What follows belongs to an exercise in optimizing a design on an open flow for small area and a short achievable clock period; a production flow would make more cautious choices. At most, simulation tests tie the RTL to the original design; equivalence was not proved. Only the layout flow was run in runs 1 and 2; the RTL was not checked for function there. Power is estimated from default activity; no workload was simulated.

## flow/run.sh

```bash
#!/bin/bash
# synth_recipe.tcl (not shown) runs the flow's synth.tcl, then flattens the netlist and writes it again
# the make line also repeats each setting of config.mk as NAME=value (left out here)
make -C /OpenROAD-flow-scripts/flow DESIGN_CONFIG=/design/flow/config.mk WORK_HOME=/design/flow/orfs CLKGATE_MAP_FILE= SYNTH_SCRIPT=/design/flow/synth_recipe.tcl finish
```

## flow/config.mk

```make
export PLATFORM = sky130hd
export DESIGN_NAME = cciChannel
export DESIGN_NICKNAME = cciChannel
export VERILOG_FILES = /design/flow/design.v
export SDC_FILE = /design/flow/constraint.sdc
export NUM_CORES = 4
export LEC_CHECK = 0
export CAP_MARGIN = 20
export CORE_MARGIN = 2
export CORE_UTILIZATION = 40
export PLACE_DENSITY = 0.6
export SLEW_MARGIN = 20
```

## flow/design.v

```verilog
`timescale 1ns/10ps
package ccPkg;
	parameter int CellCount = 16;
	parameter int WordWidth = 32;
	parameter int VoltWidth = WordWidth / 2;
	parameter int CouplingY = 8;
	parameter int CouplingXY = 3;
	parameter int CouplingShift = 6;
	parameter int SinkCredits = 2;
endpackage
`timescale 1ns/10ps
module wordLineLoader #(
	parameter int WordLinesPerBlock = 8192
) (
	input logic clk,
	input logic reset,
	input logic inValid,
	input logic [ccPkg::CellCount*ccPkg::WordWidth-1:0] inWords,
	output logic laneValid,
	output logic [ccPkg::CellCount*ccPkg::VoltWidth-1:0] laneVictim,
	output logic [ccPkg::CellCount*ccPkg::VoltWidth-1:0] laneStep
);
	localparam int CellCount = ccPkg::CellCount;
	localparam int WordWidth = ccPkg::WordWidth;
	localparam int VoltWidth = ccPkg::VoltWidth;
	localparam int LineBits = CellCount * VoltWidth;
	localparam int CountWidth = $clog2(WordLinesPerBlock);
	logic [CountWidth-1:0] wordCount;
	logic blockStart;
	logic [LineBits-1:0] clampedStep;
	logic [LineBits-1:0] stepQ;
	logic [LineBits-1:0] presentQ;
	assign blockStart = (wordCount == '0);
	for (genvar c = 0; c < CellCount; c++)
	begin : gStep
		logic [VoltWidth-1:0] diff;
		logic noBorrow;
		ccAdd #(
			.Width(VoltWidth)
		) i_sub (
			.a(inWords[c*WordWidth+VoltWidth +: VoltWidth]),
			.b(~inWords[c*WordWidth +: VoltWidth]),
			.cin(1'b1),
			.sum(diff),
			.cout(noBorrow)
		);
		assign clampedStep[c*VoltWidth +: VoltWidth] = (noBorrow && !blockStart) ? diff : '0;
	end
	always_ff @(posedge clk or posedge reset)
	begin
		if (reset)
		begin
			wordCount <= '0;
			laneValid <= 1'b0;
		end
		else
		begin
			laneValid <= inValid;
			if (inValid)
				wordCount <= (wordCount == CountWidth'(WordLinesPerBlock - 1)) ? '0 : wordCount + 1'b1;
		end
	end
	always_ff @(posedge clk)
	begin
		stepQ <= clampedStep;
		for (int c = 0; c < CellCount; c++)
			presentQ[c*VoltWidth +: VoltWidth] <= inWords[c*WordWidth+VoltWidth +: VoltWidth];
	end
	always_ff @(posedge clk or posedge reset)
	begin
		if (reset)
			laneVictim <= '0;
		else if (laneValid)
			laneVictim <= presentQ;
	end
	assign laneStep = stepQ;
endmodule
`timescale 1ns/10ps
module ccAdd #(
	parameter int Width = 16
) (
	input logic [Width-1:0] a,
	input logic [Width-1:0] b,
	input logic cin,
	output logic [Width-1:0] sum,
	output logic cout
);
	localparam int Nodes = Width + 1;
	localparam int Levels = $clog2(Nodes);
	logic [Width-1:0] gen;
	logic [Width-1:0] prop;
	logic [Nodes-1:0] grpG [2*Levels];
	logic [Nodes-1:0] grpP [2*Levels];
	assign gen = a & b;
	assign prop = a ^ b;
	assign grpG[0] = {gen, cin};
	assign grpP[0] = {prop, 1'b0};
	for (genvar lv = 0; lv < Levels; lv++)
	begin : gUp
		for (genvar j = 0; j < Nodes; j++)
		begin : gNode
			if (j % (1 << (lv + 1)) == (1 << (lv + 1)) - 1)
			begin : gMerge
				assign grpG[lv+1][j] = grpG[lv][j] | (grpP[lv][j] & grpG[lv][j-(1<<lv)]);
				assign grpP[lv+1][j] = grpP[lv][j] & grpP[lv][j-(1<<lv)];
			end
			else
			begin : gPass
				assign grpG[lv+1][j] = grpG[lv][j];
				assign grpP[lv+1][j] = grpP[lv][j];
			end
		end
	end
	for (genvar lv = Levels - 1; lv >= 1; lv--)
	begin : gDown
		for (genvar j = 0; j < Nodes; j++)
		begin : gNode
			if (j % (1 << lv) == (1 << (lv - 1)) - 1 && j >= (1 << lv))
			begin : gMerge
				assign grpG[2*Levels-lv][j] = grpG[2*Levels-lv-1][j]
					| (grpP[2*Levels-lv-1][j] & grpG[2*Levels-lv-1][j-(1<<(lv-1))]);
				assign grpP[2*Levels-lv][j] = grpP[2*Levels-lv-1][j] & grpP[2*Levels-lv-1][j-(1<<(lv-1))];
			end
			else
			begin : gPass
				assign grpG[2*Levels-lv][j] = grpG[2*Levels-lv-1][j];
				assign grpP[2*Levels-lv][j] = grpP[2*Levels-lv-1][j];
			end
		end
	end
	assign sum = prop ^ grpG[2*Levels-1][Width-1:0];
	assign cout = grpG[2*Levels-1][Width];
endmodule
module couplingCell (
	input logic [ccPkg::VoltWidth-1:0] victim,
	input logic [ccPkg::VoltWidth-1:0] stepSelf,
	input logic [ccPkg::VoltWidth-1:0] stepLeft,
	input logic [ccPkg::VoltWidth-1:0] stepRight,
	output logic [ccPkg::VoltWidth:0] rowA,
	output logic [ccPkg::VoltWidth:0] rowB,
	output logic lowCarry
);
	localparam int VoltWidth = ccPkg::VoltWidth;
	localparam int CouplingShift = ccPkg::CouplingShift;
	localparam int TotalWidth = VoltWidth + CouplingShift + 1;
	typedef logic [TotalWidth-1:0] term_t;
	term_t vic64;
	term_t self8;
	term_t left1;
	term_t left2;
	term_t right1;
	term_t right2;
	term_t s1a, c1a, s1b, c1b;
	term_t s2, c2;
	term_t s3, c3;
	term_t sumRow;
	term_t carryRow;
	logic [CouplingShift-1:0] lowSum;
	always_comb
	begin
		vic64 = term_t'(victim) << CouplingShift;
		self8 = term_t'(stepSelf) << 3;
		left1 = term_t'(stepLeft);
		left2 = term_t'(stepLeft) << 1;
		right1 = term_t'(stepRight);
		right2 = term_t'(stepRight) << 1;
		s1a = left1 ^ left2 ^ right1;
		c1a = ((left1 & left2) | (left1 & right1) | (left2 & right1)) << 1;
		s1b = right2 ^ self8 ^ vic64;
		c1b = ((right2 & self8) | (right2 & vic64) | (self8 & vic64)) << 1;
		s2 = s1a ^ c1a ^ s1b;
		c2 = ((s1a & c1a) | (s1a & s1b) | (c1a & s1b)) << 1;
		s3 = s2 ^ c2 ^ c1b;
		c3 = ((s2 & c2) | (s2 & c1b) | (c2 & c1b)) << 1;
		sumRow = s3;
		carryRow = c3;
		{lowCarry, lowSum} = {1'b0, sumRow[CouplingShift-1:0]} + {1'b0, carryRow[CouplingShift-1:0]};
		rowA = sumRow[TotalWidth-1:CouplingShift];
		rowB = carryRow[TotalWidth-1:CouplingShift];
	end
endmodule
module couplingFinal (
	input logic [ccPkg::VoltWidth:0] rowA,
	input logic [ccPkg::VoltWidth:0] rowB,
	input logic lowCarry,
	output logic [ccPkg::VoltWidth-1:0] cellVth
);
	localparam int VoltWidth = ccPkg::VoltWidth;
	logic [VoltWidth:0] total;
	logic unused;
	ccAdd #(
		.Width(VoltWidth + 1)
	) i_add (
		.a(rowA),
		.b(rowB),
		.cin(lowCarry),
		.sum(total),
		.cout(unused)
	);
	assign cellVth = total[VoltWidth] ? '1 : total[VoltWidth-1:0];
endmodule
`timescale 1ns/10ps
module vthCollector (
	input logic clk,
	input logic reset,
	input logic push,
	input logic [ccPkg::CellCount*ccPkg::VoltWidth-1:0] pushVth,
	output logic outValid,
	output logic [ccPkg::CellCount*ccPkg::VoltWidth-1:0] outVth,
	input logic outCredit,
	output logic inCredit
);
	localparam int LineBits = ccPkg::CellCount * ccPkg::VoltWidth;
	localparam int Depth = 3;
	logic [LineBits-1:0] store [Depth];
	logic [1:0] fill;
	logic [1:0] credits;
	logic [2:0] owed;
	logic pop;
	logic [1:0] wrIdx;
	assign pop = (fill != 2'd0) && (credits != 2'd0);
	assign outValid = pop;
	assign inCredit = ((owed != 3'd0) || pop) && ({1'b0, owed} + {2'b00, credits} >= 4'd2);
	assign wrIdx = fill - {1'b0, pop};
	assign outVth = store[0];
	always_ff @(posedge clk)
	begin
		for (int i = 0; i < Depth; i++)
		begin
			if (pop && i + 1 < Depth && 2'(i + 1) < fill)
				store[i] <= store[(i + 1) % Depth];
			else if (push && wrIdx == 2'(i))
				store[i] <= pushVth;
		end
	end
	always_ff @(posedge clk or posedge reset)
	begin
		if (reset)
		begin
			fill <= 2'd0;
			credits <= 2'd2;
			owed <= 3'd0;
		end
		else
		begin
			fill <= fill + {1'b0, push} - {1'b0, pop};
			credits <= credits + {1'b0, outCredit} - {1'b0, pop};
			owed <= owed + {2'b00, pop} - {2'b00, inCredit};
		end
	end
endmodule
`timescale 1ns/10ps
module cciChannel #(
	parameter int WordLinesPerBlock = 8192
) (
	input logic clk,
	input logic reset,
	input logic inValid,
	input logic [ccPkg::CellCount*ccPkg::WordWidth-1:0] inWords,
	output logic inCredit,
	output logic outValid,
	output logic [ccPkg::CellCount*ccPkg::VoltWidth-1:0] outVth,
	input logic outCredit
);
	localparam int CellCount = ccPkg::CellCount;
	localparam int VoltWidth = ccPkg::VoltWidth;
	localparam int LineBits = CellCount * VoltWidth;
	localparam int RowBits = CellCount * (VoltWidth + 1);
	logic laneValid;
	logic [LineBits-1:0] laneVictim;
	logic [LineBits-1:0] laneStep;
	logic [RowBits-1:0] rowA;
	logic [RowBits-1:0] rowB;
	logic [CellCount-1:0] lowCarry;
	logic sumValid;
	logic [RowBits-1:0] rowAQ;
	logic [RowBits-1:0] rowBQ;
	logic [CellCount-1:0] lowCarryQ;
	logic [LineBits-1:0] cellVth;
	wordLineLoader #(
		.WordLinesPerBlock(WordLinesPerBlock)
	) i_loader (
		.clk(clk),
		.reset(reset),
		.inValid(inValid),
		.inWords(inWords),
		.laneValid(laneValid),
		.laneVictim(laneVictim),
		.laneStep(laneStep)
	);
	for (genvar c = 0; c < CellCount; c++)
	begin : gCell
		couplingCell i_cell (
			.victim(laneVictim[c*VoltWidth +: VoltWidth]),
			.stepSelf(laneStep[c*VoltWidth +: VoltWidth]),
			.stepLeft((c == 0) ? '0 : laneStep[(c-1)*VoltWidth +: VoltWidth]),
			.stepRight((c == CellCount - 1) ? '0 : laneStep[(c+1)*VoltWidth +: VoltWidth]),
			.rowA(rowA[c*(VoltWidth+1) +: VoltWidth+1]),
			.rowB(rowB[c*(VoltWidth+1) +: VoltWidth+1]),
			.lowCarry(lowCarry[c])
		);
	end
	always_ff @(posedge clk or posedge reset)
	begin
		if (reset)
			sumValid <= 1'b0;
		else
			sumValid <= laneValid;
	end
	always_ff @(posedge clk)
	begin
		rowAQ <= rowA;
		rowBQ <= rowB;
		lowCarryQ <= lowCarry;
	end
	for (genvar c = 0; c < CellCount; c++)
	begin : gFinal
		couplingFinal i_final (
			.rowA(rowAQ[c*(VoltWidth+1) +: VoltWidth+1]),
			.rowB(rowBQ[c*(VoltWidth+1) +: VoltWidth+1]),
			.lowCarry(lowCarryQ[c]),
			.cellVth(cellVth[c*VoltWidth +: VoltWidth])
		);
	end
	vthCollector i_collector (
		.clk(clk),
		.reset(reset),
		.push(sumValid),
		.pushVth(cellVth),
		.outValid(outValid),
		.outVth(outVth),
		.outCredit(outCredit),
		.inCredit(inCredit)
	);
endmodule
```

## flow/constraint.sdc

```tcl
create_clock -name core_clock -period 7.5 [get_ports {clk}]
set_input_delay 1.5000 -clock core_clock [delete_from_list [all_inputs] [get_ports {clk}]]
set_output_delay 1.5000 -clock core_clock [all_outputs]
set_load 0.01 [all_outputs]
```

==> results of run 1 <==
area by class of cell:
cell class,instances,area [um^2]
Fill cell,22860,135800
Sequential cell,2070,50520
Antenna cell,9,22.52
Inverter,932,3502
Clock buffer,324,6623
Timing Repair Buffer,819,8245
Tap cell,3496,4374
Clock inverter,106,1226
Multi-Input combinational cell,4955,49680
through the flow:
stage               util [%]  hold slack, ns  area [um^2]  power (W)  worst slack, ns
floorplan                  -          0.3436       104600    0.03574          0.05449
detailed placement     44.75          0.3513       116300    0.04572            2.422
CTS                    47.76          0.3463       124200    0.05748            2.740
finish                 47.78          0.3390       124200    0.05674            2.839
global placement       44.75          0.3523       116300    0.04483            2.474
global route           47.77          0.3635       124200    0.06098            2.661
kinds of logic (layout without fill, tap and decap cells):
| kind of cell | after synthesis | in the layout |
|---|---|---|
| buffers and inverters | 1160 | 2181 |
| other | 0 | 9 |
| muxes | 287 | 287 |
| xor gates and xnor gates | 241 | 241 |
| AOI/OAI and AO/OA | 1019 | 1019 |
| and+or+nand+nor | 1658 | 1658 |
| DFF | 2070 | 2070 |
| adders and majority gates | 1750 | 1750 |
metal layers:
metal / wire length [um] / track usage, % / share of wire, % / vias up
met5: 27 / 0 / 0.0094 / -
met4: 10850 / 7.718 / 3.8 / 4
li1: - / - / - / 29080
met1: 127100 / 29.96 / 44 / 32470
met3: 16040 / 3.539 / 5.6 / 424
met2: 134200 / 35.18 / 47 / 1717
how the worst max path moves through the flow:
stage / start / endpoint / slack, ns / depth (start not counted)
floorplan: i_collector.credits[0] / i_collector.store[0][0] / 0.05 / 4
detailed placement: inWords[451] / i_loader.stepQ[226] / 2.42 / 12
global placement: inWords[322] / i_loader.stepQ[172] / 2.47 / 12
global route: i_collector.credits[0] / inCredit / 2.66 / 5
CTS: i_collector.credits[0] / inCredit / 2.74 / 5
finish: i_collector.credits[0] / inCredit / 2.84 / 5
flip-flops by register name (all words and copies together) (netlist names):
name,cells
i_loader.wordCount,13
sumValid,1
i_collector.owed,3
i_loader.laneValid,1
rowBQ,240
lowCarryQ,16
i_collector.fill,2
i_collector.store,768
i_collector.credits,2
i_loader.stepQ,256
i_loader.laneVictim,256
i_loader.presentQ,256
rowAQ,256
cells in the final DEF (no fill, tap or decap), types with 15 or more instances in the layout:
| cell type | n |
|---|---|
| nand2b_1 | 155 |
| o2111ai_1 | 15 |
| clkbuf_8 | 42 |
| a211oi_1 | 15 |
| nor3_1 | 17 |
| clkdlybuf4s50_1 | 773 |
| ha_1 | 674 |
| bufinv_16 | 17 |
| a21o_1 | 75 |
| buf_4 | 32 |
| nor2b_1 | 27 |
| clkbuf_16 | 234 |
| inv_1 | 931 |
| dfrtp_1 | 276 |
| o31ai_1 | 15 |
| a21oi_1 | 170 |
| a31oi_1 | 15 |
| and2_1 | 16 |
| mux2_2 | 284 |
| fa_1 | 1076 |
| clkinv_2 | 42 |
| edfxtp_1 | 768 |
| o21ai_0 | 153 |
| dfxtp_1 | 1024 |
| o211ai_1 | 317 |
| o21bai_1 | 17 |
| nand3_1 | 83 |
| nor2_1 | 445 |
| xor2_1 | 150 |
| o22ai_1 | 21 |
| nand4_1 | 49 |
| nand2_1 | 821 |
| o21a_1 | 63 |
| a31o_2 | 17 |
| a211o_1 | 50 |
| clkbuf_1 | 45 |
| xnor2_1 | 91 |
worst max-delay path, delay by kind of cell, from the launching register on:
| kind | cells | cell delay, ns |
|---|---|---|
| fa+ha+maj | 2 | 0.82 |
| flops | 1 | 0.45 |
| compound gates | 2 | 0.38 |
| buf+inv | 1 | 0.69 |
report_power, final:
group          internal (W)  leakage (nW)  switching (W)
clock network       0.00676          3.87        0.00478
registers            0.0183          19.1        0.00267
logic               0.00977          30.1         0.0144
total                0.0349          53.1         0.0219
cells in the mapped netlist, drive strengths merged, types with 16 or more instances:
cell / n / share of area, %
nand2b: 155 / 0.93
a211o: 50 / 0.42
o21bai: 17 / 0.12
edfxtp: 768 / 22
o21a: 64 / 0.46
dfrtp: 277 / 6.6
dfxtp: 1024 / 20
o22ai: 21 / 0.13
nand4: 49 / 0.29
o211ai: 318 / 2.3
nand2: 823 / 3.0
nor3: 17 / 0.081
clkbuf: 168 / 0.61
a21o: 75 / 0.54
nand3: 84 / 0.40
and2: 16 / 0.096
xor2: 150 / 1.3
ha: 674 / 8.1
o21ai: 156 / 0.75
a21oi: 171 / 0.82
xnor2: 91 / 0.76
nor2: 447 / 1.6
fa: 1076 / 21
inv: 932 / 3.3
buf: 60 / 0.37
a31o: 18 / 0.15
nor2b: 28 / 0.17
mux2: 286 / 3.1
o31ai: 28 / 0.26
==> impl_metrics.tcl, run 1 <==
set metrics [dict create \
    status "finished clean" \
    tns_ns 0 \
    nNetsFinal 11270 \
    drv_slew 0 \
    coreArea_mm2 0.2599 \
    hold_depth 0 \
    gr-total-overflow 0 \
    synth_xor_area_share_pct 2.017 \
    root_buffer "clkbuf_16" \
    cts_made_buffers 224 \
    rrSetupSlack_ns 3.67 \
    antenna_found_initial 15 \
    antenna_left 0 \
    post_cts_buffers 0 \
    max-vdd-ir-drop_mv 0.5821 \
    synth_seq_area_share_pct 48.29 \
    synthMuxAreaShare_pct 3.095 \
    synthAdderAreaFrac_pct 28.65 \
    hpwl_um 225400 \
    avgRoutedWirePerCell_um 22.68 \
    initial_core_util_pct 40.25 \
    start_kind "flop" \
    wirelength_um 288300 \
    rows 187 \
    grt_pass1_vias 67110 \
    synth_top_family_by_area "adder cells" \
    syn-num-nets 10450 \
    htreeDepth 4 \
    synth_ff_type "dfxtp_1" \
    viasPerCell 5.011 \
    design.die.area_mm2 0.2657 \
    yosysWarnings 11 \
    period_share_pct 62.14 \
    slew-limit-headroom_pct 20.94 \
    timing.fmax_ghz 0.2146 \
    worst_setup_path_end_kind "output pin" \
    reg2regPathDepth 10 \
    worst_clock_skew_ns 0.05916 \
    cts_buffer_depth 3 \
    io_buffers 773 \
    fin_crit_ns 4.661 \
    hold_end "rowAQ[235]" \
    synthSimpleGateAreaFrac_pct 6.791 \
    async_reset_ff_share_pct 13.43 \
    arrival_ns 3.16 \
    worst_pin_slew_ns 1.186 \
    crit_path_max_fanout 5 \
    min_from "i_loader.laneVictim[222]" \
    synth_area_per_cell_um2 12.78 \
    path_cells "ha_1, fa_1, o32ai_1, o21ai_0, clkdlybuf4s50_1" \
    hold_path.class "reg -> reg" \
    cts_hold_buf 0 \
    hold_viol 0 \
    r2r_start "rowAQ[120]" \
    drc 0 \
    pwr_density_cell_mw_per_mm2 456.9 \
    grt_max_degree 185 \
    syn-cell-area_mm2 0.1046 \
    cpMaxStageDelayCell "clkdlybuf4s50_1" \
    grt_pass1_wl_um 429900 \
    placedCellCount 12270 \
    crit_required_ns 6.00 \
    synth_edf_count 768 \
    critPathMaxStageDelay_ns 0.69 \
    critPathKind "reg -> out" \
    timing.rr.end "i_collector.store[0][126]" \
    synth-compound-area-share_pct 6.848 \
    clkTransAtPathRegs_ns 0.06 \
    grt_usage_pct 21.88 \
    postCtsResizedCells 0 \
    fp.dieW_um 515.4 \
    cts_tree "yes" \
    layout-drive-gt1-share_pct 8.375 \
    yosys_register_bits 2070 \
    power_leakage_nw 53.05 \
    synthCells 8185 \
    die_height_um 515.4 \
    pin_count 774 \
    ys_types 69 \
    dr.pass1.iters 5 \
    final-setup-viol-count 0 \
    area_delta_synth_final_pct 18.70 \
    cap_violations 0 \
    cts.sinks 2070 \
    dr_total_vias 63690 \
    first_iter_violations 4233 \
    rsz0062_at_grt "no" \
    gp_congestion 0.8905 \
    insertion_delay_ns 0.87 \
    stdcell_count 12710 \
]
==> run 2: changes to the inputs <==
--- a/flow/config.mk
+++ b/flow/config.mk
@@ -11,2 +11,3 @@
 export PLACE_DENSITY = 0.6
+export SETUP_SLACK_MARGIN = 3.5
 export SLEW_MARGIN = 20
==> run 2 against run 1 <==
- combinational power about the same
- maximum frequency up 17%
- routed wire length up 0.80%
- final area up 0.18%
- still clean
- largest power group unchanged
- non-clock buffer count up 3
- largest cell class unchanged
- synthesized area unchanged
==> impl_metrics.tcl, run 2 <==
set metrics [dict create \
    fp.dieW_um 515.4 \
    layout-drive-gt1-share_pct 8.716 \
    rsz0062_at_grt "yes" \
    hold_path.class "reg -> reg" \
    synth_seq_area_share_pct 48.29 \
    worst_pin_slew_ns 1.308 \
    yosysWarnings 11 \
    drv_slew 0 \
    syn-cell-area_mm2 0.1046 \
    cts_tree "yes" \
    async_reset_ff_share_pct 13.43 \
    wirelength_um 290600 \
    initial_core_util_pct 40.25 \
    fin_crit_ns 4.000 \
    design.die.area_mm2 0.2657 \
    coreArea_mm2 0.2599 \
    synth_common_cells "1076 x fa_1, 1024 x dfxtp_1, 932 x inv_1" \
    antenna_left 0 \
    final_area_mm2 0.1244 \
    cts_made_buffers 226 \
    cts.sinks 2070 \
    gp_congestion 0.9022 \
    syn-num-nets 10450 \
    crit_required_ns 6.00 \
    timing.fmax_ghz 0.2500 \
    first_iter_violations 4311 \
    io_buffers 773 \
    place_area_mm2 0.1163 \
    worst_setup_path_end_kind "output pin" \
    start_kind "flop" \
    ys_types 69 \
    status "finished clean" \
    pin_count 774 \
    final-setup-viol-count 0 \
    arrival_ns 2.50 \
    synth_ff_type "dfxtp_1" \
    worst_clock_skew_ns 0.07071 \
    yosysMostFrequentCell "fa_1" \
    htreeDepth 4 \
    die_height_um 515.4 \
    grt_max_degree 186 \
    crit_path_max_fanout 2 \
    hold_viol 0 \
    min_from "i_loader.laneVictim[222]" \
    placedCellCount 12270 \
    avgRoutedWirePerCell_um 22.86 \
    drc 0 \
    power_leakage_nw 53.11 \
    dr_total_vias 63750 \
    grt_usage_pct 22.04 \
    rrSetupSlack_ns 3.72 \
    synth_area_per_cell_um2 12.78 \
    critPathKind "reg -> out" \
    dr.pass1.iters 5 \
    place_ws_ns 2.322 \
    regMostFlops "i_collector.store" \
    root_buffer "clkbuf_16" \
    clkTransAtPathRegs_ns 0.06 \
    max-vdd-ir-drop_mv 0.5689 \
    area_delta_synth_final_pct 18.91 \
    slew-limit-headroom_pct 12.81 \
    hold_end "rowAQ[235]" \
    yosys.area.top_type "edfxtp_1" \
    period_share_pct 53.33 \
    timing.rr.end "i_collector.store[1][128]" \
    r2r_start "i_collector.credits[1]" \
    nNetsFinal 11270 \
    pwr_density_cell_mw_per_mm2 459.2 \
    stdcell_count 12710 \
    hpwl_um 225900 \
    grt_pass1_wl_um 432600 \
    gr-total-overflow 0 \
    final_util_pct 47.86 \
    largest_reg_flops 768 \
    rows 187 \
    cap_violations 0 \
    final_common_cell "fa_1" \
    cts_buffer_depth 3 \
    yosys_register_bits 2070 \
    grt_pass1_vias 67070 \
    tns_ns 0 \
    antenna_found_initial 14 \
    insertion_delay_ns 0.89 \
    reg2regPathDepth 7 \
    yosys-top-cells-area "edfxtp_1 22%, fa_1 21%, dfxtp_1 20%" \
    synth_edf_count 768 \
    viasPerCell 5.016 \
    synthCells 8185 \
    synth_top_area_share_pct 22.04 \
    layout_common_cells "1076 x fa_1, 1024 x dfxtp_1, 931 x inv_1" \
    final.setup.worst_slack_ns 3.500 \
    hold_depth 0 \
]
## run 2: where the power goes
group	internal, W	switching (W)
sequential	0.0183	0.00271
combinational	0.00979	0.0144
clock	0.00698	0.00487
total	0.0351	0.0220
## run 2: cells by family (layout without fill, tap and decap cells)
kind of cell    count (synthesis)  count (layout)  synth area share, %
fa+ha+maj                    1750            1750                28.65
flops                        2070            2070                48.29
mux                           287             287                3.095
xor+xnor                      241             241                2.017
other cells                     0               1                    0
compound gates               1019            1019                6.848
simple gates                 1658            1658                6.791
buf+inv                      1160            2188                4.315
## run 2: critical path, stage by stage, from the launching register on
cell and delay, ns:
dfrtp_1 0.39, ha_2 0.21, fa_1 0.48, a211oi_2 0.18, nand2_1 0.07, nand2_1 0.06
o21ai_1 0.08, buf_2 0.16
## run 2: routing by layer
| metal | global-route usage (%) | part of all wire [%] | wire, um |
|---|---|---|---|
| met2 | 35.42 | 47 | 135400 |
| met5 | 0 | 0.0045 | 13 |
| met3 | 3.467 | 5.5 | 15980 |
| met1 | 30.57 | 45 | 129400 |
| met4 | 6.983 | 3.4 | 9798 |
## run 2: worst max-delay path by stage
stage	from	endpoint	depth (start not counted)
finish	i_collector.owed[0]	inCredit	7
global route	i_collector.owed[0]	inCredit	7
CTS	i_collector.credits[0]	inCredit	7
detailed placement	inWords[451]	i_loader.stepQ[232]	12
global placement	inWords[451]	i_loader.stepQ[230]	12
floorplan	i_collector.credits[1]	i_collector.store[1][0]	5
## run 2: through the flow
stage	hold WS [ns]	total power (W)
finish	0.3182	0.05713
global route	0.3234	0.06142
CTS	0.3151	0.05786
detailed placement	0.3505	0.04577
global placement	0.3490	0.04486
floorplan	0.3436	0.03599
## run 2: cell type report
| type | count | area [um^2] |
|---|---|---|
| Tap cell | 3496 | 4374 |
| Fill cell | 23030 | 135500 |
| Multi-Input combinational cell | 4955 | 49730 |
| Inverter | 932 | 3502 |
| Antenna cell | 1 | 2.502 |
| Clock inverter | 118 | 1545 |
| Clock buffer | 316 | 6479 |
| Sequential cell | 2070 | 50520 |
| Timing Repair Buffer | 822 | 8250 |
## run 2: timing repair
action,in CTS,in global routing
hold buffers,0,0
endpoints found under the setup margin,30,118
pin swaps,1,0
setup buffers,4,0
gates resized for setup,14,10
==> run 3: changes to the inputs <==
--- a/flow/design.v
+++ b/flow/design.v
@@ -19,2 +19,3 @@
 	output logic laneValid,
+	output logic laneFirst,
 	output logic [ccPkg::CellCount*ccPkg::VoltWidth-1:0] laneVictim,
@@ -29,2 +30,3 @@
 	logic blockStart;
+	logic seenLine;
 	logic [LineBits-1:0] clampedStep;
@@ -71,4 +73,10 @@
 		if (reset)
-			laneVictim <= '0;
+			seenLine <= 1'b0;
 		else if (laneValid)
+			seenLine <= 1'b1;
+	end
+	assign laneFirst = !seenLine;
+	always_ff @(posedge clk)
+	begin
+		if (laneValid)
 			laneVictim <= presentQ;
@@ -185,2 +193,3 @@
 	input logic lowCarry,
+	input logic zero,
 	output logic [ccPkg::VoltWidth-1:0] cellVth
@@ -199,3 +208,3 @@
 	);
-	assign cellVth = total[VoltWidth] ? '1 : total[VoltWidth-1:0];
+	assign cellVth = zero ? '0 : total[VoltWidth] ? '1 : total[VoltWidth-1:0];
 endmodule
@@ -220,5 +229,9 @@
 	logic [1:0] wrIdx;
-	assign pop = (fill != 2'd0) && (credits != 2'd0);
+	logic [1:0] fillNext;
+	logic [1:0] creditsNext;
+	logic [2:0] owedNext;
+	assign fillNext = fill + {1'b0, push} - {1'b0, pop};
+	assign creditsNext = credits + {1'b0, outCredit} - {1'b0, pop};
+	assign owedNext = owed + {2'b00, pop} - {2'b00, inCredit};
 	assign outValid = pop;
-	assign inCredit = ((owed != 3'd0) || pop) && ({1'b0, owed} + {2'b00, credits} >= 4'd2);
 	assign wrIdx = fill - {1'b0, pop};
@@ -242,2 +255,4 @@
 			owed <= 3'd0;
+			pop <= 1'b0;
+			inCredit <= 1'b0;
 		end
@@ -245,5 +260,8 @@
 		begin
-			fill <= fill + {1'b0, push} - {1'b0, pop};
-			credits <= credits + {1'b0, outCredit} - {1'b0, pop};
-			owed <= owed + {2'b00, pop} - {2'b00, inCredit};
+			fill <= fillNext;
+			credits <= creditsNext;
+			owed <= owedNext;
+			pop <= (fillNext != 2'd0) && (creditsNext != 2'd0);
+			inCredit <= ((owedNext != 3'd0) || ((fillNext != 2'd0) && (creditsNext != 2'd0)))
+				&& ({1'b0, owedNext} + {2'b00, creditsNext} >= 4'd2);
 		end
@@ -269,2 +287,4 @@
 	logic laneValid;
+	logic laneFirst;
+	logic sumFirstQ;
 	logic [LineBits-1:0] laneVictim;
@@ -287,2 +307,3 @@
 		.laneValid(laneValid),
+		.laneFirst(laneFirst),
 		.laneVictim(laneVictim),
@@ -314,2 +335,3 @@
 		lowCarryQ <= lowCarry;
+		sumFirstQ <= laneFirst;
 	end
@@ -321,2 +343,3 @@
 			.lowCarry(lowCarryQ[c]),
+			.zero(sumFirstQ),
 			.cellVth(cellVth[c*VoltWidth +: VoltWidth])
--- a/flow/config.mk
+++ b/flow/config.mk
@@ -11,3 +11,3 @@
 export PLACE_DENSITY = 0.6
-export SETUP_SLACK_MARGIN = 3.5
+export SETUP_SLACK_MARGIN = 4.0
 export SLEW_MARGIN = 20
==> run 3 against run 2 <==
- first-iteration DRC count grew 18%
- final cell count shrank 2.5%
- count of clock-buffer cells in the layout shrank 10
- power shrank 2.7%
- via count grew 1.2%
- clock power is essentially flat
- worst hold slack gained 0.023 ns
- highest routed layer unchanged
- sequential share of layout area grew 1.3 points
- still clean on timing, DRC and antenna
- routed wire length grew 2.4%
==> impl_metrics.tcl, run 3 <==
set metrics [dict create \
    status "finished clean" \
    final-setup-viol-count 0 \
    busiest_layer "met2" \
    async_reset_ff_share_pct 1.205 \
    syn-num-nets 10250 \
    dr.pass1.iters 5 \
    r2r_start "i_loader.stepQ[100]" \
    htreeDepth 4 \
    path_cells "clkdlybuf4s50_1, inv_1, ha_1, o211ai_1, a21oi_2, o2111ai_2, a21boi_2, o31a_1, a31oi_1, fa_1, nand2b_4, nor2_1" \
    hpwl_um 226500 \
    cts_hold_buf 0 \
    rows 187 \
    fin_crit_ns 3.450 \
    hold_viol 0 \
    root_buffer "clkbuf_16" \
    crit_path_max_fanout 16 \
    min_from "i_loader.laneVictim[174]" \
    synth_common_cells "1076 x fa_1, 1025 x dfxtp_1, 1024 x edfxtp_1" \
    use_met1_pct 30.37 \
    synth_edf_count 1024 \
    worst_clock_skew_ns 0.05392 \
    yosys.area.top_type "edfxtp_1" \
    dr_total_vias 64540 \
    critPathKind "in -> reg" \
    avgRoutedWirePerCell_um 24.00 \
    gp_congestion 0.8811 \
    slew-limit-headroom_pct 21.20 \
    cts.sinks 2074 \
    grt_max_degree 172 \
    insertion_delay_ns 0.87 \
    grt_usage_pct 22.50 \
    cap_violations 0 \
    final_common_cell "fa_1" \
    final_util_pct 47.79 \
    layout_common_cells "1075 x fa_1, 1024 x edfxtp_1, 1019 x dfxtp_1" \
    period_share_pct 46.00 \
    worst_setup_path_end_kind "flop" \
    synthCells 7984 \
    place_area_mm2 0.1156 \
    met3_usage_pct 3.823 \
    fp.dieW_um 514 \
    clkTransAtPathRegs_ns 0.06 \
    ys_types 67 \
    rrSetupSlack_ns 4.12 \
    cts_tree "yes" \
    synth_ff_type "dfxtp_1" \
    max-vdd-ir-drop_mv 0.2882 \
    drc 0 \
    critPathMaxStageDelay_ns 0.45 \
    layout-drive-gt1-share_pct 7.409 \
    wirelength_um 297500 \
    worst_pin_slew_ns 1.182 \
    antenna_left 0 \
    viasPerCell 5.206 \
    largest_reg_flops 768 \
    gr-total-overflow 0 \
    yosys_register_bits 2074 \
    hold_depth 0 \
    arrival_ns 4.23 \
    hold_path.class "reg -> reg" \
    yosysWarnings 11 \
    regMostFlops "i_collector.store" \
    initial_core_util_pct 40.13 \
    crit_required_ns 8.28 \
    first_iter_violations 5104 \
    final_area_mm2 0.1239 \
    cts_made_buffers 223 \
    cts_buffer_depth 3 \
    start_kind "primary input" \
    antenna_found_initial 23 \
    syn-cell-area_mm2 0.1040 \
    yosysMostFrequentCell "fa_1" \
    p_total_w 0.05557 \
    die_height_um 514 \
    pwr_density_cell_mw_per_mm2 448.6 \
    drv_slew 0 \
    yosys-top-cells-area "edfxtp_1 30%, fa_1 21%, dfxtp_1 20%" \
    nNetsFinal 11050 \
    hold_end "rowAQ[184]" \
    coreArea_mm2 0.2592 \
    pin_count 774 \
    power_leakage_nw 51.52 \
    timing.rr.end "lowCarryQ[5]" \
    rsz0062_at_grt "yes" \
    synth_seq_area_share_pct 49.88 \
    area_delta_synth_final_pct 19.08 \
    synth_area_per_cell_um2 13.03 \
    grt_pass1_vias 68550 \
    timing.fmax_ghz 0.2899 \
    io_buffers 773 \
    whs_ns 0.3409 \
    synth_top_area_share_pct 29.56 \
    grt.met2_usage_pct 36.70 \
    design.die.area_mm2 0.2642 \
    reg2regPathDepth 10 \
    cpMaxStageDelayCell "clkdlybuf4s50_1" \
    grt_pass1_wl_um 441300 \
]
==> run 3: cell count changes after synthesis, sizes merged, moves of 65 or more <==
cell and delta:
a21oi +702, a31oi +131, dfrtp -253, edfxtp +256
inv +65, mux2 -286, nand2 -741, nand3 -80
nor2 -87, o211ai -281, o21ai +433
==> run 3: worst max-delay path, delay by kind of cell <==
| kind | cells | cell delay (ns) |
|---|---|---|
| AOI/OAI and AO/OA | 6 | 1.12 |
| adders and majority gates | 2 | 0.70 |
| buffers and inverters | 2 | 0.49 |
| and+or+nand+nor | 2 | 0.40 |
==> run 3: final cells by class <==
type | instances | area (um^2)
Timing Repair Buffer | 817 | 8182
Inverter | 1010 | 3807
Clock inverter | 120 | 1289
Antenna cell | 5 | 12.51
Multi-Input combinational cell | 4662 | 48000
Tap cell | 3402 | 4257
Sequential cell | 2074 | 51910
Fill cell | 22760 | 135400
Clock buffer | 306 | 6430
==> run 3: worst max-delay path by stage <==
stage                    start                       to  slack [ns]  cells after the start
4_1_cts           inWords[340]      i_loader.stepQ[165]        3.69                     11
3_3_place_gp        inWords[1]       i_loader.stepQ[12]        2.63                     12
2_1_floorplan  i_collector.pop  i_collector.store[0][0]       -0.17                      3
5_1_grt           inWords[131]       i_loader.stepQ[71]        3.92                     12
6_report          inWords[452]      i_loader.stepQ[232]        4.05                     12
3_5_place_dp      inWords[482]      i_loader.stepQ[248]        2.52                     12
==> run 3: cell families (layout without fill, tap and decap cells) <==
logic type	Yosys count	after routing	share of synthesized area (%)
flops	2074	2074	49.88
compound gates	1908	1908	10.44
fa+ha+maj	1750	1750	28.81
buf+inv	1248	2253	4.785
simple gates	761	761	4.036
xor+xnor	242	242	2.037
mux	1	1	0.009621
other cells	0	5	0
==> run 3: power breakdown <==
| group | internal, W | switching, W |
|---|---|---|
| Clock | 0.00669 | 0.00481 |
| Sequential | 0.0182 | 0.00239 |
| Combinational | 0.00919 | 0.0142 |
==> run 3: routing by layer <==
layer  up-vias  wire length, um
met5         -               41
met4         8            11240
met3       426            19320
met2      2175           140600
met1     33080           126200
li1      28850                -
==> run 3: metrics by stage <==
step	instances	worst slack [ns]	TNS, ns
2_1_floorplan	7984	-0.1691	-43.28
3_3_place_gp	11960	2.627	0
3_5_place_dp	11960	2.521	0
4_1_cts	12390	3.690	0
5_1_grt	12390	3.920	0
6_report	12400	4.050	0
==> run 3: repair_timing <==
item,4_1_cts,5_1_grt
gates cloned,0,1
gates resized for setup,54,81
setup buffers,3,3
pin swaps,2,9
endpoints found under the setup margin,673,296
==> run 4: changes to the inputs <==
--- a/flow/config.mk
+++ b/flow/config.mk
@@ -11,3 +11,3 @@
 export PLACE_DENSITY = 0.6
-export SETUP_SLACK_MARGIN = 4.0
+export SETUP_SLACK_MARGIN = 5
 export SLEW_MARGIN = 20
==> run 4 against run 3 <==
- synthesized cell count is the same
- power grew 16%
- register-to-register slack improved by 0.39 ns
- clock skew grew 0.019 ns
- critical endpoint is now outVth[223]
- routed wire length rose by 8.8%
- sequential share of layout area decreased by 3.9 points
- still clean on timing, DRC and antenna
- maximum frequency rose by 6.1%
- clock power hardly changed
==> impl_metrics.tcl, run 4 <==
set metrics [dict create \
    status "finished clean" \
    pwr_density_cell_mw_per_mm2 468.7 \
    coreArea_mm2 0.2592 \
    synth_top_area_share_pct 29.56 \
    slew-limit-headroom_pct 6.466 \
    hold_viol 0 \
    cts_buffer_depth 3 \
    synth_common_cells "1076 x fa_1, 1025 x dfxtp_1, 1024 x edfxtp_1" \
    cap_violations 0 \
    start_kind "flop" \
    worst_setup_path_end_kind "output pin" \
    drv_slew 0 \
    critPathMaxStageDelay_ns 0.67 \
    path_cells "buf_2" \
    syn-cell-area_mm2 0.1040 \
    reg2regPathDepth 10 \
    antenna_found_initial 21 \
    hold_end "rowAQ[116]" \
    yosys.area.top_type "edfxtp_1" \
    area_delta_synth_final_pct 32.01 \
    nNetsFinal 11580 \
    rrSetupSlack_ns 4.51 \
    stdcell_count 12930 \
    drc 0 \
    pin_count 774 \
    yosys-top-cells-area "edfxtp_1 30%, fa_1 21%, dfxtp_1 20%" \
    initial_core_util_pct 40.13 \
    clkTransAtPathRegs_ns 0.06 \
    hold_depth 0 \
    synth_ff_type "dfxtp_1" \
    layout-drive-gt1-share_pct 33.21 \
    htreeDepth 4 \
    yosysWarnings 11 \
    first_iter_violations 5529 \
    cts_tree "yes" \
    die_height_um 514 \
    cts_made_buffers 220 \
    timing.rr.end "i_collector.store[2][190]" \
    design.die.area_mm2 0.2642 \
    tns_ns 0 \
    cp_top_family "flip-flops" \
    fin_crit_ns 3.252 \
    power_leakage_nw 56.32 \
    final-setup-viol-count 0 \
    rsz0062_at_grt "yes" \
    regMostFlops "i_collector.store" \
    viasPerCell 5.279 \
    rows 187 \
    hold_path.class "reg -> reg" \
    dr_total_vias 68240 \
    period_share_pct 43.35 \
    grt_usage_pct 23.78 \
    crit_path_max_fanout 4 \
    synth_area_per_cell_um2 13.03 \
    max-vdd-ir-drop_mv 0.2867 \
    syn-num-nets 10250 \
    final_common_cell "edfxtp_1" \
    io_buffers 773 \
    fill_cells 21300 \
    grt_pass1_vias 72230 \
    fp.dieW_um 514 \
    cpMaxStageDelayCell "edfxtp_1" \
    critPathKind "reg -> out" \
    ys_types 67 \
    grt_max_degree 154 \
    arrival_ns 1.75 \
    root_buffer "clkbuf_16" \
    dr.pass1.iters 6 \
    antenna_left 0 \
    worst_clock_skew_ns 0.07248 \
    cts.sinks 2074 \
    avgRoutedWirePerCell_um 25.04 \
    largest_reg_flops 768 \
    hpwl_um 226100 \
    synth_seq_area_share_pct 49.88 \
    yosysMostFrequentCell "fa_1" \
    synthCells 7984 \
    async_reset_ff_share_pct 1.205 \
    gp_congestion 0.8932 \
    insertion_delay_ns 0.90 \
    r2r_start "rowAQ[191]" \
    synth_edf_count 1024 \
    worstPathBufferInverterCount 1 \
    worst_pin_slew_ns 1.401 \
    layout_common_cells "1024 x edfxtp_1, 965 x fa_1, 859 x dfxtp_1" \
    wirelength_um 323800 \
    min_from "i_loader.laneVictim[110]" \
    yosys_register_bits 2074 \
    placedCellCount 11960 \
    gr-total-overflow 0 \
    final_util_pct 52.98 \
    grt_pass1_wl_um 465700 \
    timing.fmax_ghz 0.3075 \
    crit_required_ns 6.00 \
]
[run 4: what timing repair did]
action                     in CTS  in global routing
hold buffers                    0                  0
setup endpoints to repair    1835               1662
pin swaps                     772                502
gates cloned                   27                 32
setup buffers                 350                130
resized for setup            3698                835
[run 4: kinds of logic (layout without fill, tap and decap cells)]
family	count (synthesis)	after routing	synth area share, %
simple gates	761	793	4.036
xor+xnor	242	242	2.037
fa+ha+maj	1750	1750	28.81
flops	2074	2074	49.88
compound gates	1908	1910	10.44
other cells	0	12	0
mux	1	1	0.009621
buf+inv	1248	2743	4.785
[run 4: layout make-up]
cell class | count | area, um^2 | share of cell area (%)
multi-input cells | 4696 | 56880 | 41.42
flip-flops and latches | 2074 | 52190 | 38.00
repair buffers | 1313 | 12030 | 8.760
clock buffers | 287 | 6183 | 4.502
well taps | 3402 | 4257 | 3.099
inverters | 1010 | 4005 | 2.916
clock inverters | 133 | 1765 | 1.285
diodes | 12 | 30.03 | 0.02186
[run 4: through the flow]
step / cell area, um^2 / hold slack, ns / total power, W / setup slack, ns
global placement: 115800 / 0.3262 / 0.04359 / 2.677
finish: 137300 / 0.3404 / 0.06437 / 4.248
CTS: 132200 / 0.3424 / 0.06073 / 4.134
global route: 137300 / 0.3480 / 0.06819 / 4.182
floorplan: 104600 / 0.3233 / 0.03503 / -0.1691
detailed placement: 115800 / 0.3286 / 0.04433 / 2.567
[run 4: worst max path at each step]
| stage | endpoint | startpoint | cells past startpoint |
|---|---|---|---|
| floorplan | i_collector.store[0][0] | i_collector.pop | 3 |
| global placement | i_loader.stepQ[238] | inWords[450] | 12 |
| detailed placement | i_loader.stepQ[250] | inWords[482] | 12 |
| CTS | outVth[223] | i_collector.store[0][223] | 1 |
| global route | outVth[223] | i_collector.store[0][223] | 1 |
| finish | outVth[223] | i_collector.store[0][223] | 1 |
[run 4: routing by layer]
metal | up-vias | GRT usage (%) | part of all wire (%)
met3 | 507 | 4.092 | 7.1
met5 | - | 0 | 0.0083
met2 | 2557 | 39.14 | 48
met4 | 4 | 8.324 | 3.9
li1 | 29950 | - | -
met1 | 35230 | 31.69 | 41
[run 4: where the power goes]
group          internal, W  leakage [nW]  switching (W)
clock network      0.00693          3.82        0.00489
logic               0.0138          33.9         0.0180
registers           0.0183          18.6        0.00254
total               0.0389          56.3         0.0254
==> run 5: changes to the inputs <==
--- a/flow/config.mk
+++ b/flow/config.mk
@@ -11,3 +11,3 @@
 export PLACE_DENSITY = 0.6
-export SETUP_SLACK_MARGIN = 5
+export SETUP_SLACK_MARGIN = 4.5
 export SLEW_MARGIN = 20
==> run 5 against run 4 <==
- register-to-register slack barely moved
- sequential power barely moved
- utilization fell by 3.7 points
- sequential cell count did not move
- count of clock-buffer cells in the layout did not move
- worst hold slack barely moved
- first-iteration DRC count fell by 5.3%
==> impl_metrics.tcl, run 5 <==
set metrics [dict create \
    final_util_pct 49.25 \
    io_buffers 773 \
    hold_viol 0 \
    dr.pass1.iters 5 \
    cts_made_buffers 220 \
    slew-limit-headroom_pct 20.43 \
    final-setup-viol-count 0 \
    timing.fmax_ghz 0.3130 \
    wirelength_um 304300 \
    cp.depth 1 \
    endpoint "outVth[223]" \
    ys_types 67 \
    seq_area_mm2 0.05204 \
    p_sw_w 0.02225 \
    start_kind "flop" \
    htreeDepth 4 \
    die_height_um 514 \
    grt_pass1_vias 69570 \
    drv_slew 0 \
    worstPathBufferInverterCount 1 \
    tns_ns 0 \
    yosysWarnings 11 \
    antenna_found_initial 18 \
    pin_count 774 \
    rsz0062_at_grt "yes" \
    nNetsFinal 11230 \
    synth_ff_type "dfxtp_1" \
    worst_setup_path_end_kind "output pin" \
    largest_reg_flops 768 \
    fp.dieW_um 514 \
    cap_violations 0 \
    hold_path.class "reg -> reg" \
    status "finished clean" \
    clkTransAtPathRegs_ns 0.06 \
    dr_total_vias 65480 \
    cts_hold_buf 0 \
    power_leakage_nw 53.65 \
    cts_tree "yes" \
    fill_cells 22430 \
    layout-drive-gt1-share_pct 18.28 \
    critPathMaxStageDelay_ns 0.62 \
    rows 187 \
    arrival_ns 1.70 \
    startpoint "i_collector.store[0][223]" \
    fin_crit_ns 3.195 \
    worst_clock_skew_ns 0.07054 \
    crit_path_max_fanout 1 \
    syn-num-nets 10250 \
    crit_required_ns 6.00 \
    max-vdd-ir-drop_mv 0.3383 \
    gr-total-overflow 0 \
    layout_common_cells "1042 x fa_1, 1024 x edfxtp_1, 958 x dfxtp_1" \
    p_seq_share_pct 36.4 \
    avgRoutedWirePerCell_um 24.22 \
    yosysMostFrequentCell "fa_1" \
    synth_common_cells "1076 x fa_1, 1025 x dfxtp_1, 1024 x edfxtp_1" \
    grt_usage_pct 22.98 \
    critPathKind "reg -> out" \
    reg2regPathDepth 6 \
    comb_power_share_pct 42.9 \
    sw_frac_of_total_pct 39.12 \
    path_cells "buf_2" \
    cpMaxStageDelayCell "edfxtp_1" \
    initial_core_util_pct 40.13 \
    syn-cell-area_mm2 0.1040 \
    cp_top_family "flip-flops" \
    grt_max_degree 154 \
    regMostFlops "i_collector.store" \
    viasPerCell 5.211 \
    drc 0 \
    design.die.area_mm2 0.2642 \
    root_buffer "clkbuf_16" \
    multiInputGateArea_mm2 0.05127 \
    yosys.area.top_type "edfxtp_1" \
    worst_pin_slew_ns 1.194 \
    cts_buffer_depth 3 \
    synth_top_area_share_pct 29.56 \
    period_share_pct 42.60 \
    cts.sinks 2074 \
    pwr_density_cell_mw_per_mm2 445.4 \
    async_reset_ff_share_pct 1.205 \
    coreArea_mm2 0.2592 \
    first_iter_violations 5236 \
    area_delta_synth_final_pct 22.71 \
    synth_seq_area_share_pct 49.88 \
    p_clk_share_pct 20.8 \
    antenna_left 0 \
    gp_congestion 0.8932 \
    hpwl_um 226100 \
    yosys_register_bits 2074 \
    final_area_mm2 0.1277 \
    grt_pass1_wl_um 450100 \
    synth_edf_count 1024 \
    place_area_mm2 0.1158 \
    rrSetupSlack_ns 4.50 \
    r2r_start "i_collector.pop" \
    timing.rr.end "i_collector.store[2][206]" \
    p_int_w 0.03462 \
    synth_area_per_cell_um2 13.03 \
    insertion_delay_ns 0.89 \
    final_common_cell "fa_1" \
    synthCells 7984 \
    yosys-top-cells-area "edfxtp_1 30%, fa_1 21%, dfxtp_1 20%" \
]
[run 5: cell families after synthesis]
family / after synthesis / share of synthesized area (%)
AO/OA/AOI/OAI: 1908 / 10.44
XOR/XNOR: 242 / 2.037
adder cells (fa/ha/maj): 1750 / 28.81
buffers and inverters: 1248 / 4.785
flip-flops: 2074 / 49.88
multiplexers: 1 / 0.009621
AND/OR/NAND/NOR: 761 / 4.036
[run 5: power by group through the flow]
stage | clock network (W) | registers, W | logic (W)
6_report | 0.0118 | 0.0207 | 0.0244
5_1_grt | 0.0124 | 0.0210 | 0.0272
4_1_cts | 0.0120 | 0.0207 | 0.0239
3_5_place_dp | 0 | 0.0209 | 0.0235
3_3_place_gp | 0 | 0.0208 | 0.0228
2_1_floorplan | 0 | 0.0205 | 0.0146
[run 5: routing by layer]
metal,global-route usage [%],up-vias,part of all wire (%)
met5,0,-,0.019
met4,7.520,10,3.6
met2,37.60,2151,47
li1,-,29210,-
met1,30.99,33680,42
met3,4.027,436,6.5
[run 5: stage by stage]
step	cells	hold WS, ns	total power (W)	worst slack (ns)
2_1_floorplan	7984	0.3233	0.03503	-0.1691
3_3_place_gp	11960	0.3262	0.04359	2.677
3_5_place_dp	11960	0.3286	0.04433	2.567
4_1_cts	12480	0.3424	0.05660	4.134
5_1_grt	12560	0.3482	0.06066	4.237
6_report	12570	0.3404	0.05687	4.305
[run 5: timing repair]
action / 4_1_cts / 5_1_grt
hold endpoints to repair: 0 / 0
setup endpoints to repair: 1308 / 624
gates resized for setup: 1751 / 528
setup buffers: 87 / 80
pin swaps: 271 / 344
gates cloned: 17 / 1
[run 5: worst min path at each step]
stage,end,start,slack (ns),cells past startpoint
CTS,rowAQ[15],i_loader.laneVictim[15],0.34,0
global route,rowAQ[167],i_loader.laneVictim[158],0.35,0
global placement,rowAQ[134],i_loader.laneVictim[127],0.33,0
detailed placement,rowAQ[184],i_loader.laneVictim[174],0.33,0
finish,rowAQ[116],i_loader.laneVictim[110],0.34,0
floorplan,rowAQ[100],i_loader.laneVictim[95],0.32,0
[run 5: area by class of cell]
type / instances / area share (%)
Sequential cell: 2074 / 40.77
Multi-Input combinational cell: 4680 / 40.16
Timing Repair Buffer: 975 / 6.462
Clock buffer: 287 / 4.843
Tap cell: 3402 / 3.334
Inverter: 1010 / 3.044
Clock inverter: 133 / 1.383
Antenna cell: 5 / 0.009801
==> run 6: changes to the inputs <==
--- a/flow/design.v
+++ b/flow/design.v
@@ -215,2 +215,3 @@
 	input logic push,
+	input logic pushSoon,
 	input logic [ccPkg::CellCount*ccPkg::VoltWidth-1:0] pushVth,
@@ -228,3 +229,6 @@
 	logic pop;
-	logic [1:0] wrIdx;
+	logic [Depth-1:0] slotLoad;
+	logic [Depth-2:0] slotShift;
+	logic [1:0] wrIdxNext;
+	logic popNext;
 	logic [1:0] fillNext;
@@ -236,3 +240,4 @@
 	assign outValid = pop;
-	assign wrIdx = fill - {1'b0, pop};
+	assign popNext = (fillNext != 2'd0) && (creditsNext != 2'd0);
+	assign wrIdxNext = fillNext - {1'b0, popNext};
 	assign outVth = store[0];
@@ -242,6 +247,9 @@
 		begin
-			if (pop && i + 1 < Depth && 2'(i + 1) < fill)
-				store[i] <= store[(i + 1) % Depth];
-			else if (push && wrIdx == 2'(i))
-				store[i] <= pushVth;
+			if (slotLoad[i])
+			begin
+				if (i + 1 < Depth && slotShift[i % (Depth - 1)])
+					store[i] <= store[(i + 1) % Depth];
+				else
+					store[i] <= pushVth;
+			end
 		end
@@ -257,2 +265,4 @@
 			inCredit <= 1'b0;
+			slotLoad <= '0;
+			slotShift <= '0;
 		end
@@ -263,5 +273,12 @@
 			owed <= owedNext;
-			pop <= (fillNext != 2'd0) && (creditsNext != 2'd0);
-			inCredit <= ((owedNext != 3'd0) || ((fillNext != 2'd0) && (creditsNext != 2'd0)))
+			pop <= popNext;
+			inCredit <= ((owedNext != 3'd0) || popNext)
 				&& ({1'b0, owedNext} + {2'b00, creditsNext} >= 4'd2);
+			for (int i = 0; i < Depth; i++)
+			begin
+				if (i + 1 < Depth)
+					slotShift[i % (Depth - 1)] <= popNext && 2'(i + 1) < fillNext;
+				slotLoad[i] <= (popNext && i + 1 < Depth && 2'(i + 1) < fillNext)
+					|| (pushSoon && wrIdxNext == 2'(i));
+			end
 		end
@@ -351,2 +368,3 @@
 		.push(sumValid),
+		.pushSoon(laneValid),
 		.pushVth(cellVth),
--- a/flow/config.mk
+++ b/flow/config.mk
@@ -10,2 +10,4 @@
 export CORE_UTILIZATION = 40
+export CTS_BUF_LIST = sky130_fd_sc_hd__clkbuf_8
+export CTS_CLUSTER_SIZE = 30
 export PLACE_DENSITY = 0.6
==> run 6 against run 5 <==
- sequential cell count grew 5
- register-to-register slack about the same
- critical endpoint is now outVth[128]
- power decreased by 0.94%
- final cell count is 2.0% higher
==> impl_metrics.tcl, run 6 <==
set metrics [dict create \
    drv_slew 0 \
    first_iter_violations 5091 \
    worst_pin_slew_ns 1.406 \
    final_common_cell "inv_1" \
    power_leakage_nw 55.85 \
    grt_pass1_wl_um 433600 \
    async_reset_ff_share_pct 1.443 \
    die_height_um 514.9 \
    cts_made_buffers 378 \
    cts_buffer_depth 4 \
    antenna_left 0 \
    final_area_mm2 0.1284 \
    synth_area_per_cell_um2 13.02 \
    viasPerCell 5.111 \
    synth_edf_count 1024 \
    synth_ff_type "dfxtp_1" \
    synthCells 8021 \
    root_buffer "clkbuf_8" \
    fin_crit_ns 3.320 \
    worst_setup_path_end_kind "output pin" \
    pin_count 774 \
    r2r_start "rowBQ[138]" \
    grt_usage_pct 21.96 \
    ys_types 56 \
    slew-limit-headroom_pct 6.267 \
    tns_ns 0 \
    synth_seq_area_share_pct 49.82 \
    cpMaxStageDelayCell "edfxtp_1" \
    layout_common_cells "1531 x inv_1, 1037 x fa_1, 1024 x edfxtp_1" \
    drt-met1-wl_um 123400 \
    rrSetupSlack_ns 4.50 \
    layout-drive-gt1-share_pct 17.40 \
    syn-cell-area_mm2 0.1044 \
    syn-num-nets 10290 \
    gr-total-overflow 0 \
    design.die.area_mm2 0.2651 \
    start_kind "flop" \
    place_area_mm2 0.1164 \
    rows 187 \
    grt_max_degree 160 \
    timing.rr.end "i_collector.store[0][141]" \
    area_delta_synth_final_pct 23.00 \
    htreeDepth 5 \
    rsz0062_at_grt "yes" \
    yosysMostFrequentCell "inv_1" \
    coreArea_mm2 0.2597 \
    drc 0 \
    grt_pass1_vias 69080 \
    critPathMaxStageDelay_ns 0.55 \
    regMostFlops "i_collector.store" \
    synth_common_cells "1464 x inv_1, 1076 x fa_1, 1025 x dfxtp_1" \
    hpwl_um 219100 \
    cts_hold_buf 0 \
    yosys_register_bits 2079 \
    cts_tree "yes" \
    yosys.area.top_type "edfxtp_1" \
    pwr_density_cell_mw_per_mm2 438.6 \
    highest_layer "met4" \
    dr_wl_met3_um 18350 \
    final-setup-viol-count 0 \
    yosys-top-cells-area "edfxtp_1 29%, fa_1 21%, dfxtp_1 20%" \
    wirelength_um 296400 \
    io_buffers 773 \
    cap_violations 0 \
    clkTransAtPathRegs_ns 0.06 \
    reg2regPathDepth 11 \
    insertion_delay_ns 1.11 \
    period_share_pct 44.27 \
    antenna_found_initial 7 \
    crit_path_max_fanout 1 \
    hold_path.class "reg -> reg" \
    crit_required_ns 6.00 \
    avgRoutedWirePerCell_um 23.13 \
    critPathKind "reg -> out" \
    fp.dieW_um 514.9 \
    status "finished clean" \
    dr.pass1.iters 6 \
    cts.sinks 2079 \
    yosysWarnings 11 \
    cp_top_family "flip-flops" \
    hold_viol 0 \
    largest_reg_flops 768 \
    nNetsFinal 11370 \
    timing.fmax_ghz 0.3012 \
    arrival_ns 1.82 \
    max-vdd-ir-drop_mv 0.3061 \
    dr_total_vias 65500 \
    gp_congestion 0.8751 \
    synth_top_area_share_pct 29.45 \
    startpoint "i_collector.store[0][128]" \
    initial_core_util_pct 40.20 \
    route.met2.wl_um 143700 \
    worstPathBufferInverterCount 1 \
    worst_clock_skew_ns 0.1144 \
    cp.depth 1 \
    path_cells "buf_2" \
    endpoint "outVth[128]" \
]
==> run 6: layout make-up <==
cell class / count / area (um^2)
well taps: 3402 / 4257
multi-input cells: 4268 / 50400
clock inverters: 252 / 1700
repair buffers: 913 / 8369
fillers: 22540 / 131300
clock buffers: 433 / 5959
diodes: 4 / 10.01
flip-flops and latches: 2079 / 52170
inverters: 1464 / 5562
==> run 6: cells by family after synthesis <==
logic type	count (synthesis)	share of synthesized area, %
AOI/OAI and AO/OA	1456	9.578
xor gates and xnor gates	243	2.038
adders and majority gates	1751	28.72
buffers and inverters	1690	6.272
DFF	2079	49.82
muxes	1	0.009587
and+or+nand+nor	801	3.561
==> run 6: layer usage <==
metal	vias to the layer above	GRT usage, %
li1	29330	-
met3	460	3.909
met4	0	8.074
met1	33530	28.75
met2	2180	36.40
met5	-	0
==> run 6: how the worst min path moves through the flow <==
stage,slack [ns],start,cells past startpoint,to
floorplan,0.32,i_loader.laneVictim[95],0,rowAQ[100]
global placement,0.33,i_loader.laneVictim[15],0,rowAQ[15]
detailed placement,0.33,i_loader.laneVictim[47],0,rowAQ[49]
CTS,0.33,i_loader.laneVictim[126],0,rowAQ[133]
global route,0.34,i_loader.laneVictim[126],0,rowAQ[133]
finish,0.33,i_loader.laneVictim[126],0,rowAQ[133]
==> run 6: what timing repair did <==
action	CTS	global route
resized for setup	1438	574
buffers inserted	25	81
gates cloned	0	17
pin swaps	50	252
setup endpoints to repair	990	952
==> run 6: stage by stage <==
stage	hold WS, ns	worst slack (ns)	instances	total power, W	util (%)
finish	0.3297	4.180	12820	0.05633	49.45
global placement	0.3266	2.868	12000	0.04284	44.80
CTS	0.3329	4.037	12710	0.05553	48.13
global route	0.3366	4.086	12810	0.06053	49.45
floorplan	0.3233	3.994	8021	0.03446	-
detailed placement	0.3269	2.728	12000	0.04370	44.80
==> run 6: power by group <==
group          internal, W  switching (W)  total (W)
combinational       0.0105         0.0145     0.0250
clock              0.00610        0.00487     0.0110
sequential          0.0176        0.00275     0.0204
total               0.0342         0.0221     0.0563
==> run 7: changes to the inputs <==
--- a/flow/config.mk
+++ b/flow/config.mk
@@ -10,4 +10,2 @@
 export CORE_UTILIZATION = 40
-export CTS_BUF_LIST = sky130_fd_sc_hd__clkbuf_8
-export CTS_CLUSTER_SIZE = 30
 export PLACE_DENSITY = 0.6
==> run 7 against run 6 <==
- utilization rose by 0.23 points
- clock skew fell by 0.049 ns
- final area rose by 0.46%
- die area did not move
- critical path type unchanged
- synthesized cell count did not move
- sequential power barely moved
- largest cell class unchanged
- still clean on timing, DRC and antenna
- synthesized area did not move
- worst hold slack improved by 0.0020 ns
- routed wire length fell by 0.38%
- maximum frequency rose by 5.9%
==> impl_metrics.tcl, run 7 <==
set metrics [dict create \
    pin_count 774 \
    cp_top_family "flip-flops" \
    syn-cell-area_mm2 0.1044 \
    synth-compound-area-share_pct 9.578 \
    cts_buffer_depth 3 \
    hold_viol 0 \
    drc 0 \
    synth_top_family_by_area "adder cells" \
    crit_path_max_fanout 1 \
    htreeDepth 4 \
    first_iter_violations 4815 \
    synth_common_cells "1464 x inv_1, 1076 x fa_1, 1025 x dfxtp_1" \
    synth_area_per_cell_um2 13.02 \
    root_buffer "clkbuf_16" \
    clkTransAtPathRegs_ns 0.07 \
    fin_crit_ns 3.135 \
    synth_edf_count 1024 \
    io_buffers 773 \
    final_common_cell "inv_1" \
    regMostFlops "i_collector.store" \
    cts_tree "yes" \
    grt_pass1_wl_um 434900 \
    yosys_register_bits 2079 \
    pwr_density_cell_mw_per_mm2 439.2 \
    nNetsFinal 11260 \
    ys_types 56 \
    area_delta_synth_final_pct 23.56 \
    grt_pass1_vias 68650 \
    wirelength_um 295200 \
    dr.pass1.iters 6 \
    grt_max_degree 160 \
    design.die.area_mm2 0.2651 \
    tns_ns 0 \
    drv_slew 0 \
    gp_congestion 0.8751 \
    coreArea_mm2 0.2597 \
    slew-limit-headroom_pct 9.284 \
    placedCellCount 12000 \
    layout-drive-gt1-share_pct 18.09 \
    worstPathBufferInverterCount 1 \
    hpwl_um 219100 \
    fp.dieW_um 514.9 \
    arrival_ns 1.64 \
    final-setup-viol-count 0 \
    worst_pin_slew_ns 1.361 \
    worst_clock_skew_ns 0.06524 \
    yosysMostFrequentCell "inv_1" \
    antenna_left 0 \
    insertion_delay_ns 0.87 \
    hold_path.class "reg -> reg" \
    cts_made_buffers 224 \
    synthMuxAreaShare_pct 0.009586 \
    cap_violations 0 \
    fill_cells 22370 \
    yosys-top-cells-area "edfxtp_1 29%, fa_1 21%, dfxtp_1 20%" \
    initial_core_util_pct 40.20 \
    synth_xor_area_share_pct 2.038 \
    path_cells "buf_2" \
    power_leakage_nw 55.51 \
    crit_required_ns 6.00 \
    rsz0062_at_grt "yes" \
    synthSimpleGateAreaFrac_pct 3.561 \
    viasPerCell 5.139 \
    cts.sinks 2079 \
    gr-total-overflow 0 \
    synth_ff_type "dfxtp_1" \
    worst_setup_path_end_kind "output pin" \
    syn-num-nets 10290 \
    rows 187 \
    yosysWarnings 11 \
    antenna_found_initial 16 \
    critPathMaxStageDelay_ns 0.56 \
    final_util_pct 49.68 \
    synthCells 8021 \
    synth_top_area_share_pct 29.45 \
    start_kind "flop" \
    yosys.area.top_type "edfxtp_1" \
    layout_common_cells "1367 x inv_1, 1032 x fa_1, 1024 x edfxtp_1" \
    grt_usage_pct 22.01 \
    multiInputGateArea_mm2 0.05108 \
    avgRoutedWirePerCell_um 23.44 \
    dr_total_vias 64730 \
    cpMaxStageDelayCell "edfxtp_1" \
    largest_reg_flops 768 \
    timing.fmax_ghz 0.3189 \
    die_height_um 514.9 \
    period_share_pct 41.81 \
    seq_area_mm2 0.05216 \
    stdcell_count 12600 \
    synth_seq_area_share_pct 49.82 \
    synthAdderAreaFrac_pct 28.72 \
    status "finished clean" \
    async_reset_ff_share_pct 1.443 \
    max-vdd-ir-drop_mv 0.3117 \
    critPathKind "reg -> out" \
]
## run 7: cell types whose count changed in the layout (fill, tap and decap cells not counted), moves of 44 or more
cell / delta
clkbuf_8: -399
clkbuf_16: +238
inv_1: -164
clkdlybuf4s50_1: -151
dlygate4sd2_1: +113
buf_4: +50
clkbuf_1: +44
ha_1: -44
## run 7: cell type report
cell class | instances | area share (%)
tap | 3402 | 3.299
multi-input combinational | 4269 | 39.59
timing repair buffer | 952 | 6.371
clock buffer | 316 | 5.107
clock inverter | 109 | 0.8777
inverter | 1464 | 4.311
sequential | 2079 | 40.43
antenna | 5 | 0.009698
## run 7: path summary, 6_finish.rpt
path                       slack [ns]  cells after the start                   endpoint                       from
hold reg to reg                  0.33                      0                  rowAQ[15]    i_loader.laneVictim[15]
min in group asynchronous        1.08                      3         i_loader.laneValid                      reset
hold / removal                   0.33                      0                  rowAQ[15]    i_loader.laneVictim[15]
setup reg to reg                 4.49                     11  i_collector.store[0][158]                 rowAQ[155]
setup / recovery                 4.36                      1                outVth[140]  i_collector.store[0][140]
max in group asynchronous        6.08                      3   i_collector.slotShift[0]                      reset
## run 7: worst register-to-register path, delay by kind of cell (launching register included)
kind / cells / cell delay (ns)
adders and majority gates: 2 / 0.77
xor gates and xnor gates: 1 / 0.18
buffers and inverters: 1 / 0.15
DFF: 1 / 0.30
and+or+nand+nor: 2 / 0.33
AOI/OAI and AO/OA: 5 / 1.07
## run 7: repair_timing
action / 4_1_cts / 5_1_grt
setup buffers: 72 / 74
gates resized for setup: 1825 / 513
hold buffers: 0 / 0
cloned: 15 / 3
endpoints found under the setup margin: 1020 / 720
pin swaps: 227 / 298
## run 7: routing by layer
metal	global-route usage (%)	part of all wire (%)
met1	28.90	42
met2	36.57	48
met3	3.615	5.9
met4	8.199	4.0
met5	0	0.0037
## run 7: power breakdown
group	total, W	internal, W	switching (W)
Sequential	0.0203	0.0176	0.00275
Clock	0.0115	0.00666	0.00481
Combinational	0.0248	0.0104	0.0144
## run 7: cells by family after synthesis
family          count (synthesis)
mux                             1
fa+ha+maj                    1751
simple gates                  801
compound gates               1456
xor+xnor                      243
flops                        2079
buf+inv                      1690
## run 7: per-stage QoR
stage	hold WS, ns	total power, W	worst slack [ns]	cell area [um^2]
global placement	0.3266	0.04284	2.868	116400
finish	0.3318	0.05666	4.365	129000
floorplan	0.3233	0.03446	3.994	105300
detailed placement	0.3269	0.04370	2.728	116400
CTS	0.3270	0.05604	4.293	126300
global route	0.3298	0.06076	4.336	129000

==> static timing again, ports no longer ideal <==
The flow's constraints put no driver on any port. The routed layouts listed below were extracted and timed again, unchanged, in two steps. Step 1 (the two cells are an assumption about what drives the block):
set clk [get_ports {clk}]
set_driving_cell -lib_cell sky130_fd_sc_hd__clkbuf_16 $clk
set_driving_cell -lib_cell sky130_fd_sc_hd__buf_2 [delete_from_list [all_inputs] $clk]
Step 2 times the ports against the registers' clock, not the clock port: input delays grow and output delays shrink by t, the midpoint of the rising clock arrivals with the driver on. a / b / c = ideal / step 1 / step 2; a / b = the first two.
run	t, ns	slack for setup (ns)	worst setup path after step 2	worst register clock-pin slew, ns	pins driven straight from the clock port
run 1	0.930	2.839 / 2.749 / 2.441	input to register	0.07 / 0.07	1
run 2	0.952	3.500 / 3.399 / 2.748	input to register	0.07 / 0.07	1
run 3	0.933	4.050 / 3.961 / 3.098	input to register	0.07 / 0.07	1
run 4	0.959	4.248 / 4.156 / 3.654	input to register	0.07 / 0.07	1
run 5	0.956	4.305 / 4.212 / 3.574	input to register	0.07 / 0.07	1
run 6	1.142	4.180 / 4.091 / 3.352	input to register	0.07 / 0.07	1
run 7	0.936	4.365 / 4.270 / 3.588	input to register	0.07 / 0.07	1
After both steps setup and hold are still met in every run listed. The setup slack of run 3, which loses most, moves by -0.089 ns with the drivers and by -0.952 ns with both steps.
